What follows belongs to an exercise in optimizing a design on an open flow for small area, a short achievable clock period and few clock cycles; a production flow would make more cautious choices. At most, simulation tests tie the RTL to the original design; equivalence was not proved. Power figures rest on the tool's default switching activity, not on a simulated workload.

==> flow/design.v (excerpt) <==
module write_batch_record_parser (
  input  logic                clk_i,
  input  logic                rst_ni,
  input  logic                in_valid_i,
  output logic                in_ready_o,
  input  logic [41:0]         in_data_i,
  output logic                out_valid_o,
  input  logic                out_ready_i,
  output logic [143:0]        out_data_o,
  input  logic                cfg_valid_i,
  output logic                cfg_ready_o,
  input  logic                cfg_index_i,
  input  logic [31:0]         cfg_data_i
);
For scale: ~1,500 cells after synthesis, roughly 260 flip-flops, about 230 I/O pins, about 14,000 um2 of cells after synthesis.
==> flow/config.mk <==
export PLATFORM = sky130hd
export DESIGN_NAME = write_batch_record_parser
export DESIGN_NICKNAME = write_batch_record_parser
export VERILOG_FILES = /design/flow/design.v
export SDC_FILE = /design/flow/constraint.sdc
export NUM_CORES = 4
export LEC_CHECK = 0
export CAP_MARGIN = 20
export CORE_MARGIN = 2
export CORE_UTILIZATION = 60
export SETUP_SLACK_MARGIN = 3.8
export SLEW_MARGIN = 20
==> flow/constraint.sdc <==
create_clock -name core_clock -period 7.0 [get_ports {clk_i}]
set_input_delay 1.4000 -clock core_clock [delete_from_list [all_inputs] [get_ports {clk_i}]]
set_output_delay 1.4000 -clock core_clock [all_outputs]
set_load 0.01 [all_outputs]
standard.sh (not shown) runs the stock make flow with config.mk's settings and CLKGATE_MAP_FILE= SYNTH_SCRIPT=/design/flow/synth_recipe.tcl, a recipe that flattens the netlist after the stock synthesis.
==> flow/flow/run.sh <==
#!/bin/bash
# The standard layout, with the port buffers made of buf_1 cells instead of the
# cell buffer_ports picks by itself (a delay cell four times the area).
set -euo pipefail
export BUFFER_PORTS_ARGS="-buffer_cell sky130_fd_sc_hd__buf_1"
bash standard.sh > standard.log 2>&1
The first run went through all stages and came out clean.
Testbench counts at the start, summed over its fixed seeds: cycles 79,187.
Rerun with:
--- a/flow/design.v
+++ b/flow/design.v
@@ -45,16 +45,17 @@
   logic [31:0] file_q;
   logic        fzero_q, fresh_q;
   logic        hd_q, hn_q, hs_q;
   logic        sep_q;   
   logic        hd_d, hn_d, hs_d;
   logic        empty_q, single_q, behind_q;
   logic        rip_q;     
   logic        hdone_q, lpz_q, hst_q, rl_q;
+  logic        pfen_q, pfen_d, hpf_q;
   logic        b0p_q;     
   logic [7:0]  byte_q;
   logic        fe_q, dk_q;
   logic        in_fire, upd, pop, pop_done, pos_mv;
   logic        emit_data, do_finish, do_after_key, hdr_end, seq_wr, cnt_wr;
   logic [31:0] len_new, len_pf;
   logic        len_ph;
   logic        len_new_zero, len_one, grp_zero;
@@ -74,17 +75,18 @@
       else if (cnt_q == 4'd0) len_new[i] = 1'b0;
       else len_new[i] = len_q[i];
     end
   end
   assign grp_zero     = (cnt_q == 4'd4) ? (b[3:0] == 4'd0) : (b[6:0] == 7'd0);
   assign len_new_zero = grp_zero && ((cnt_q == 4'd0) || (len_q == 32'd0));
   assign len_one      = (len_q == 32'd1);
   assign len_ph       = (phase_q == PhKeyLen) || (phase_q == PhValLen);
-  assign len_pf       = (vp_q && !del_q && !fzero_q) ? file_q : 32'd0;
+  assign len_pf       = file_q;
+  assign pfen_d       = (upd && !bf && do_finish) ? (vp_q && !del_q && !fzero_q) : pfen_q;
   always_comb begin
     phase_n = phase_q;
     cnt_n   = cnt_q;
     del_n   = del_q;
     seq_wr  = 1'b0;
     cnt_wr  = 1'b0;
     hdr_end = 1'b0;
     emit_data    = 1'b0;
@@ -177,16 +179,17 @@
       sep_q    <= 1'b0;
       empty_q  <= 1'b1;
       ov_q     <= 1'b0;
       rsp_q    <= 1'b0;
       single_q <= 1'b0;
       behind_q <= 1'b0;
       rip_q    <= 1'b0;
       hdone_q  <= 1'b0;
+      hpf_q    <= 1'b0;
       lpz_q    <= 1'b1;
       hst_q    <= 1'b1;
       rl_q     <= 1'b1;
       b0p_q    <= 1'b0;
     end else begin
       if (cfg_valid_i) begin
         if (cfg_index_i) fzero_q <= 1'b0;
         else vp_q <= cfg_data_i[0];
@@ -199,16 +202,17 @@
       hs_q     <= hs_d;
       empty_q  <= !(hd_d || hn_d || hs_d);
       ov_q     <= (hd_d || hn_d || hs_d) && !rsp_d;
       rsp_q    <= rsp_d;
       single_q <= hd_d ? !(hn_d || hs_d) : (hn_d != hs_d);
       behind_q <= hd_d && hn_d && !hs_d;
       rip_q    <= (hd_d ? !hs_d : (hn_d != hs_d)) && !rsp_d;
       hdone_q  <= !hd_d && hn_d;
+      hpf_q    <= !hd_d && hn_d && pfen_d;
       lpz_q    <= hd_d || (fresh_q && !(upd && (bf || hdr_end)));
       hst_q    <= !hd_d && !hn_d;
       rl_q     <= hd_d ? !(hn_d || hs_d) : (!hn_d || !hs_d || (upd ? behind_q : sep_q));
       if (upd && bf && behind_q) b0p_q <= 1'b1;
       else if (pop_done) b0p_q <= 1'b0;
       if (upd) begin
         idle_q <= bl;
         sep_q  <= behind_q;
@@ -229,16 +233,17 @@
     if (rsp_q || pop_done) rs_q <= pos_q;
     if (upd && !bf && (len_ph || phase_q == PhKey || phase_q == PhVal)) begin
       if (do_finish) len_q <= len_pf;
       else if (len_ph) len_q <= len_new;
       else len_q <= len_q - 32'd1;
     end
     if (upd && !bf && phase_q == PhTag) del_q <= !b[0];
     if (upd && !bf && do_finish) ddel_q <= del_q;
+    pfen_q <= pfen_d;
     if ((upd && !bf && emit_data) || (upd && bf && behind_q)) begin
       byte_q <= b;
       fe_q   <= len_one;
       dk_q   <= phase_q[0];
     end
     for (int k = 1; k < 8; k++) begin
       rseq_q[8*k +: 8] <= (upd && !bf && seq_wr && cnt_q[2:0] == 3'(k))
                           ? b : rseq_inc[8*k +: 8];
@@ -269,12 +274,12 @@
   assign out_data_o[143]     = !hd_q;
   assign out_data_o[142]     = hd_q ? dk_q : !hn_q;
   assign out_data_o[141:134] = hd_q ? byte_q : 8'd0;
   assign out_data_o[133]     = hd_q && fe_q;
   assign out_data_o[132]     = hd_q ? del_q : (hn_q && ddel_q);
   assign out_data_o[131:100] = hdone_q ? rseq_q[63:32] : 32'd0;
   assign out_data_o[99:68]   = head_done ? rseq_q[31:0] : 32'd0;
   assign out_data_o[67:36]   = lpz_q ? 32'd0 : rs_q;
-  assign out_data_o[35:4]    = hdone_q ? len_q : 32'd0;
+  assign out_data_o[35:4]    = hpf_q ? len_q : 32'd0;
   assign out_data_o[3:1]     = hst_q ? code : 3'd0;
   assign out_data_o[0]       = rl_q;
 endmodule
Effect:
- final cell count goes down by 0.53%
- routed wire length falls by 4.4%
- die area came out lower by 0.83%
- setup slack gains 21 ps
- power rises by 18%
- critical path depth does not change
- design area barely changes
- utilization grows by 0.38 points
- fmax goes up by 0.66%
- flip-flop and latch count is higher by 2
No functional check of the RTL was part of the second run of this note.

== the previous run ==
Another version of the RTL of write_batch_record_parser (not shown whole).
Size in the first run: ~230 I/O pins.
clock: 7.0 ns
lec_check: 0
cap_margin: 20
core_margin: 2
core_utilization: 60
cts_cluster_diameter: 70
cts_cluster_size: 30
setup_slack_margin: 3.8
slew_margin: 20
Scripts as last shown in full above: flow/flow/run.sh
diff inputs: the previous run => the current run
--- a/flow/design.v
+++ b/flow/design.v
@@ -241,48 +241,40 @@
     end
     for (int k = 1; k < 8; k++) begin
       rseq_q[8*k +: 8] <= (upd && !bf && seq_wr && cnt_q[2:0] == 3'(k))
                           ? b : rseq_inc[8*k +: 8];
     end
     if (upd && (bf ? !behind_q : (seq_wr && cnt_q[2:0] == 3'd0))) rseq_q[7:0] <= b;
     else if (b0p_q && pop_done) rseq_q[7:0] <= byte_q;
     else rseq_q[7:0] <= rseq_inc[7:0];
     for (int k = 0; k < 4; k++) begin
       diff_q[8*k +: 8] <= (upd && !bf && cnt_wr && cnt_q[1:0] == 2'(k))
                           ? b : diff_dec[8*k +: 8];
     end
-    dz_q <= dz_nx;
-  end
-  logic [2:0] phase_nx;
-  logic       del_nx, dz_nx;
-  always_comb begin
-    phase_nx = upd ? (bf ? PhHeader : phase_n) : phase_q;
-    del_nx   = (upd && !bf && phase_q == PhTag) ? !b[0] : del_q;
-    if (upd && !bf && cnt_wr) dz_nx = (b == 8'd0) && (diff_q[23:0] == 24'd0);
-    else if (pop_done) dz_nx = (diff_q == 32'd1);
-    else dz_nx = dz_q;
-    case (phase_nx)
+    if (upd && !bf && cnt_wr) begin
+      dz_q <= (b == 8'd0) && (diff_q[23:0] == 24'd0);
+    end else if (pop_done) begin
+      dz_q <= (diff_q == 32'd1);
+    end
+  end
+  always_comb begin
+    case (phase_q)
       PhErrTag: code = 3'd4;
       PhHeader: code = 3'd1;
-      PhTag:    code = dz_nx ? 3'd0 : 3'd5;
-      default:  code = del_nx ? 3'd3 : 3'd2;
+      PhTag:    code = dz_q ? 3'd0 : 3'd5;
+      default:  code = del_q ? 3'd3 : 3'd2;
     endcase
-  end
-  logic [2:0] code_q;
-  always_ff @(posedge clk_i or negedge rst_ni) begin
-    if (!rst_ni) code_q <= 3'd1;
-    else code_q <= code;
   end
   logic head_done;
   assign head_done   = !hd_q && !hst_q;
   assign out_data_o[143]     = !hd_q;
   assign out_data_o[142]     = hd_q ? dk_q : !hn_q;
   assign out_data_o[141:134] = hd_q ? byte_q : 8'd0;
   assign out_data_o[133]     = hd_q && fe_q;
   assign out_data_o[132]     = hd_q ? del_q : (hn_q && ddel_q);
   assign out_data_o[131:100] = hdone_q ? rseq_q[63:32] : 32'd0;
   assign out_data_o[99:68]   = head_done ? rseq_q[31:0] : 32'd0;
   assign out_data_o[67:36]   = lpz_q ? 32'd0 : rs_q;
   assign out_data_o[35:4]    = hdone_q ? len_q : 32'd0;
-  assign out_data_o[3:1]     = hst_q ? code_q : 3'd0;
+  assign out_data_o[3:1]     = hst_q ? code : 3'd0;
   assign out_data_o[0]       = rl_q;
 endmodule
Results
Comparing non-clock buffer count for the previous run and the current run, the smaller number came from the current run.
The current run vs. the previous run: maximum clock frequency went up by 1.9%; cell area went down by 2.7%; xor/xnor share of the synthesized area went up by 0.61 points; critical-path maximum fanout went down by 1.
The previous run -> the current run: routed length per instance decreased slightly
Compared to the previous run, the routing of the current run uses less wire.
Number of cells on the critical path ended up 9 lower on the current run than on the previous run.
Compared with the previous run, the current run shows a clock skew that is 0.0073 ns lower.
End-of-flow core utilization ended up 1.9 points lower on the current run than on the previous run.
Compared with the previous run, the current run shows total chip power that has gone up by more than 10%.
Worst setup slack up 0.062 ns in the current run wrt the previous run
The current run ends up with a non-clock inverter total of the final layout that is 7 lower than in the previous run.
Testbench counts of the current run, summed over its fixed seeds: cycles 79,187.
For the previous run, only the layout was checked, not whether the RTL still works.

port drivers added, routing unchanged:
The flow's constraints put no driver on any port. The routed layouts listed below were extracted and timed again, unchanged, in two steps.
Step 1 assumes that a clkbuf_16 drives the clock port and a buf_2 every other input.
Step 2, shift: input delay + t, output delay - t, t = (earliest + latest rising clock arrival at the registers) / 2. This alone moves slack from input paths to output paths.
Slacks: ideal / step 1 / step 2; pairs: ideal / step 1.
run | t, ns | setup slack, ns | worst hold slack (ns) | clock arrival spread, ns | worst data-port slew with drivers (ns)
the first run of note 1 | 0.591 | 3.739 / 3.698 / 3.306 | 0.486 / 0.486 / 0.486 | 0.023 / 0.023 | 0.05
the second run of note 1 | 0.583 | 3.760 / 3.706 / 3.184 | 0.480 / 0.480 / 0.480 | 0.008 / 0.008 | 0.07
the previous run | 0.558 | 3.746 / 3.761 / 3.212 | 0.495 / 0.495 / 0.495 | 0.030 / 0.030 | 0.07
the current run | 0.554 | 3.808 / 3.769 / 3.353 | 0.476 / 0.476 / 0.476 | 0.021 / 0.021 | 0.05
After both steps setup and hold are still met in every run listed. The setup slack of the second run of note 1, which loses most, moves by -0.054 ns with the drivers and by -0.576 ns with both steps.
